This is an optimization exercise on Yosys and OpenROAD, whose aim is small area, a short achievable clock period and few clock cycles per item, not a production implementation. Only simulation tests tie the RTL to the original design; equivalence was not proved. Power is estimated from default activity; no workload was simulated.

==> flow/design.v <==
package dfq_pkg;
    localparam int unsigned DATA_W  = 32;
    localparam int unsigned COUNT_W = 5;
    typedef enum logic [1:0] {
        OP_UNIQUE = 2'd0,
        OP_PLAIN  = 2'd1,
        OP_DEQ    = 2'd2,
        OP_CLEAR  = 2'd3
    } t_opcode;
    typedef enum logic [2:0] {
        ST_ENQUEUED  = 3'd0,
        ST_DUPLICATE = 3'd1,
        ST_FULL      = 3'd2,
        ST_EMPTY     = 3'd3,
        ST_DEQUEUED  = 3'd4,
        ST_CLEARED   = 3'd5
    } t_status;
    typedef enum logic [2:0] {
        S_IDLE,
        S_SCAN,
        S_DEQ,
        S_EXEC,
        S_DONE
    } t_state;
    typedef struct packed {
        t_opcode                    opcode;
        logic signed [DATA_W-1:0]   value_in;
    } t_in_req;
    typedef struct packed {
        t_status                    status;
        logic signed [DATA_W-1:0]   value_out;
        logic [COUNT_W-1:0]         count_out;
    } t_out_req;
endpackage
module dedup_fifo_queue #(
    parameter int unsigned QUEUE_DEPTH = 16
) (
    input  logic               i_clk,
    input  logic               i_rst_n,
    input  logic               i_in_valid,
    output logic               o_in_ready,
    input  logic [1:0]         i_in_opcode,
    input  logic [31:0]        i_in_value,
    output logic               o_out_valid,
    input  logic               i_out_ready,
    output logic [2:0]         o_out_status,
    output logic [31:0]        o_out_value,
    output logic [4:0]         o_out_count
);
    localparam int unsigned D  = 16;
    localparam int unsigned DW = dfq_pkg::DATA_W;
    logic          i_valid;
    logic [1:0]    i_op;
    logic [DW-1:0] i_val;
    logic          r_valid;
    logic [1:0]    r_op;
    logic [DW-1:0] r_val;
    logic [D-1:0]  r_match;   
    logic          r_eqp;     
    logic          r_lenq;    
    logic          p_valid;
    logic [2:0]    p_status;
    logic          o_valid;
    logic [2:0]    o_status;
    logic [DW-1:0] o_value;
    logic [4:0]    o_count;
    logic [DW-1:0] mem [D];
    logic [D-1:0]  vld;
    logic [3:0]    head, tail;
    logic [4:0]    count;
    logic          empty_r;   
    logic [D-1:0]  rd_sel;    
    logic          ready;
    assign ready      = !p_valid;
    assign o_in_ready = ready;
    logic full, empty, dup, enq_try, enq_ok, deq_ok, is_uniq, is_deq, is_clr;
    assign full    = count[4];
    assign empty   = empty_r;
    assign dup     = (|r_match) || (r_lenq && r_eqp);
    assign is_uniq = (r_op == 2'd0);
    assign is_deq  = (r_op == 2'd2);
    assign is_clr  = (r_op == 2'd3);
    assign enq_try = !r_op[1];
    assign enq_ok  = enq_try && !full && !(is_uniq && dup);
    assign deq_ok  = is_deq && !empty;
    logic [2:0] r_status;
    logic [4:0] r_count;
    always_comb begin
        if (is_clr)                r_status = 3'd5;
        else if (is_deq)           r_status = empty ? 3'd3 : 3'd4;
        else if (is_uniq && dup)   r_status = 3'd1;
        else if (full)             r_status = 3'd2;
        else                       r_status = 3'd0;
        if (is_clr)                r_count = 5'd0;
        else if (enq_ok)           r_count = count + 5'd1;
        else if (deq_ok)           r_count = count - 5'd1;
        else                       r_count = count;
    end
    logic hazard;
    assign hazard = p_valid && (p_status == 3'd4) && (count == 5'd15);
    logic o_can_load, go;
    assign o_can_load = !o_valid || i_out_ready;
    assign go = r_valid && (p_valid ? (o_can_load && !(hazard && enq_try)) : 1'b1);
    logic wr;
    assign wr = enq_try && !full && !hazard;
    always_ff @(posedge i_clk) begin
        for (int i = 0; i < D; i++) begin
            if (wr && tail == 4'(i)) mem[i] <= r_val;
        end
    end
    always_ff @(posedge i_clk) begin
        if (!i_rst_n) begin
            vld     <= '0;
            head    <= '0;
            tail    <= '0;
            count   <= '0;
            empty_r <= 1'b1;
        end else if (go) begin
            count   <= r_count;
            empty_r <= (r_count == 5'd0);
            if (is_clr) begin
                vld  <= '0;
                head <= '0;
                tail <= '0;
            end else begin
                if (enq_ok) begin
                    vld[tail] <= 1'b1;
                    tail      <= tail + 4'd1;
                end
                if (deq_ok) begin
                    vld[head] <= 1'b0;
                    head      <= head + 4'd1;
                end
            end
        end
    end
    always_ff @(posedge i_clk) begin
        if (!i_rst_n)   i_valid <= 1'b0;
        else if (ready) i_valid <= i_in_valid;
    end
    always_ff @(posedge i_clk) begin
        if (ready) begin
            i_op  <= i_in_opcode;
            i_val <= i_in_value;
        end
    end
    logic [D-1:0] in_match, keep;
    always_comb begin
        for (int i = 0; i < D; i++) begin
            keep[i]     = vld[i] && !(r_valid && (is_clr || (deq_ok && head == 4'(i))));
            in_match[i] = keep[i] && (mem[i] == i_val);
        end
    end
    always_ff @(posedge i_clk) begin
        if (!i_rst_n)   r_valid <= 1'b0;
        else if (ready) r_valid <= i_valid;
        else if (go)    r_valid <= 1'b0;
    end
    always_ff @(posedge i_clk) begin
        if (ready) begin
            r_op    <= i_op;
            r_val   <= i_val;
            r_match <= in_match;
            r_eqp   <= (i_val == r_val);
            r_lenq  <= r_valid && enq_ok;
        end
    end
    logic p_next;
    always_comb begin
        if (p_valid) p_next = o_can_load ? go : 1'b1;
        else         p_next = r_valid && !o_can_load;
    end
    always_ff @(posedge i_clk) begin
        if (!i_rst_n) p_valid <= 1'b0;
        else          p_valid <= p_next;
    end
    always_ff @(posedge i_clk) begin
        if (!p_valid || o_can_load) p_status <= r_status;
    end
    logic [D-1:0] head_oh, head_oh_inc;
    always_comb begin
        for (int i = 0; i < D; i++) begin
            head_oh[i]     = (head == 4'(i));
            head_oh_inc[i] = (head == 4'(i - 1));
        end
    end
    always_ff @(posedge i_clk) begin
        if (!i_rst_n)                rd_sel <= D'(1);
        else if (p_next)             rd_sel <= go ? head_oh : rd_sel;
        else if (go && is_clr)       rd_sel <= D'(1);
        else if (go && deq_ok)       rd_sel <= head_oh_inc;
        else                         rd_sel <= head_oh;
    end
    logic          rd_en;
    logic [DW-1:0] rd_val;
    assign rd_en = p_valid ? (p_status == 3'd4) : deq_ok;
    always_comb begin
        rd_val = '0;
        for (int i = 0; i < D; i++) rd_val = rd_val | (mem[i] & {DW{rd_sel[i]}});
        rd_val = rd_val & {DW{rd_en}};
    end
    always_ff @(posedge i_clk) begin
        if (!i_rst_n)        o_valid <= 1'b0;
        else if (o_can_load) o_valid <= p_valid || r_valid;
    end
    always_ff @(posedge i_clk) begin
        if (o_can_load) begin
            o_status <= p_valid ? p_status : r_status;
            o_count  <= p_valid ? count : r_count;
            o_value  <= rd_val;
        end
    end
    assign o_out_valid  = o_valid;
    assign o_out_status = o_status;
    assign o_out_value  = o_value;
    assign o_out_count  = o_count;
endmodule
clock: 6.0 ns
lec_check: 0
abc_clock_period_in_ps: 2700
cap_margin: 20
core_margin: 2
core_utilization: 50
place_density: 0.65
setup_slack_margin: 3.3
slew_margin: 40
standard.sh (not shown) runs the stock make flow with config.mk's settings and CLKGATE_MAP_FILE= SYNTH_SCRIPT=/design/flow/synth_recipe.tcl, a recipe that flattens the netlist after the stock synthesis.
==> flow/flow/run.sh <==
#!/bin/bash
# The standard layout, with two changes to how it is made: the port buffers
# are buf_4 cells instead of the delay cell buffer_ports picks by default,
# and timing repair may resize a cell to any footprint. ORFS writes each
# step's log under orfs/logs; make's own output goes to standard.log.
set -euo pipefail
bash standard.sh "BUFFER_PORTS_ARGS=-buffer_cell sky130_fd_sc_hd__buf_4" \
    MATCH_CELL_FOOTPRINT=0 finish > standard.log 2>&1
Testbench counts at the start, summed over its fixed seeds: cycles 9,624, items 9,600.
Next try:
==> flow/run.sh (new file) <==
#!/bin/bash
# synth_recipe.tcl (not shown) runs the flow's synth.tcl, then flattens the netlist and writes it again
# the make line also repeats each setting of config.mk as NAME=value (left out here)
make -C /OpenROAD-flow-scripts/flow DESIGN_CONFIG=/design/flow/config.mk WORK_HOME=/design/flow/orfs CLKGATE_MAP_FILE= SYNTH_SCRIPT=/design/flow/synth_recipe.tcl finish
ABC_AREA = 1   (was unset)
CTS_BUF_LIST = sky130_fd_sc_hd__clkbuf_16   (was unset)
CTS_CLUSTER_DIAMETER = 80   (was unset)
CTS_CLUSTER_SIZE = 24   (was unset)
removed: flow/flow/run.sh
removed: flow/standard.sh
Routed wire length increases by 29%.
Non-clock buffer count came out higher by 44.
Worst setup slack is worse by 0.16 ns.
Synthesized cell count rose by 34%.
Design area increases by 0.87%.
First-iteration DRC count is higher by 70%.
Cell count came out higher by 23%.
Power fell by 13%.
Sequential cell count does not change.
Critical path depth went up by 1.
Next try:
ABC_AREA = unset   (was 1)
CAP_MARGIN = 10   (was 20)
SLEW_MARGIN = 10   (was 40)
Worst hold slack is worse by 0.0068 ns.
Sequential power stays flat.
Design area is lower by 3.7%.
Worst setup slack is better by 0.20 ns.
Core utilization is lower by 0.60 points.


// dedup_fifo_queue: RTL as listed in full above, without the edits since
Settings: LEC_CHECK=0, ABC_CLOCK_PERIOD_IN_PS=2700, CAP_MARGIN=20, CORE_MARGIN=2, CORE_UTILIZATION=50, PLACE_DENSITY=0.65, SETUP_SLACK_MARGIN=3.3, SLEW_MARGIN=40; clock period 6.0 ns.
run.sh (not shown) runs the stock make flow with config.mk's settings and CLKGATE_MAP_FILE= SYNTH_SCRIPT=/design/flow/synth_recipe.tcl, a recipe that flattens the netlist after the stock synthesis.
Stock flow here: none of the scripts above is used.
The starting point ran to the end with no violations.
Testbench counts at the start, summed over its fixed seeds: cycles 9,624, items 9,600.
Edit:
- CTS_BUF_LIST: not set -> sky130_fd_sc_hd__clkbuf_16
- CTS_CLUSTER_DIAMETER: not set -> 80
- CTS_CLUSTER_SIZE: not set -> 24
=> Clock power came out lower by 33%; count of clock-buffer cells in the layout goes down by 60; clock skew climbs by 0.0097 ns.
Edit:
- CAP_MARGIN: 20 -> 10
- CTS_BUF_LIST: sky130_fd_sc_hd__clkbuf_16 -> not set
- CTS_CLUSTER_DIAMETER: 80 -> not set
- CTS_CLUSTER_SIZE: 24 -> not set
- SLEW_MARGIN: 40 -> 10
Outcome:
- global-route usage climbs by 0.69 points
- power climbs by 20%
- utilization climbs by 2.3 points
- non-clock buffer count climbs by 12
- sequential share of layout area drops by 2.2 points
- clock skew hardly moves
Edit:
- ABC_CLOCK_PERIOD_IN_PS: 2700 -> 2500
- CAP_MARGIN: 10 -> 20
- CORE_UTILIZATION: 50 -> 65
- PLACE_DENSITY: 0.65 -> 0.75
- SETUP_SLACK_MARGIN: 3.3 -> 3.5
- SLEW_MARGIN: 10 -> 40
Effect: The changed run passed the timing, DRC and antenna checks; sequential share of layout area hardly moves; worst hold slack improves by 0.0079 ns; power decreases by 5.4%; synthesized cell count is unchanged.

-- what the ideal ports hide --
How much do the figures lean on ideal ports? The routed layouts below were timed once more, with nothing changed but the port constraints. Step 1: set_driving_cell puts a clkbuf_16 on i_clk and a buf_2 on each other input, an assumption about the parent block. Step 2 moves the port delays by t, midway between the first and last clock arrival at a register: inputs arrive t later, outputs are due t later. That takes back most of the time a late clock gives input paths. Slacks: ideal ports / drivers / drivers and shift; pairs: ideal ports / drivers.
run	t (ns)	slack for setup (ns)	worst register clock-pin slew, ns	worst data-port slew with drivers (ns)
the first run of note 1	0.693	3.254 / 3.245 / 2.870	0.07 / 0.07	0.04
the second run of note 1	0.693	3.095 / 3.095 / 2.792	0.11 / 0.11	0.05
the third run of note 1	0.674	3.295 / 3.252 / 2.968	0.10 / 0.10	0.04
the first run of note 2	0.688	3.300 / 3.256 / 2.871	0.07 / 0.07	0.04
the second run of note 2	0.686	3.313 / 3.255 / 2.734	0.11 / 0.11	0.04
the third run of note 2	0.694	3.319 / 3.254 / 2.742	0.07 / 0.07	0.04
the fourth run of note 2	0.700	3.302 / 3.302 / 2.913	0.07 / 0.07	0.06
After both steps every run listed still meets setup and hold. For the second run of note 2, which loses most, drivers alone change the setup slack by -0.058 ns; drivers and shift together by -0.579 ns.
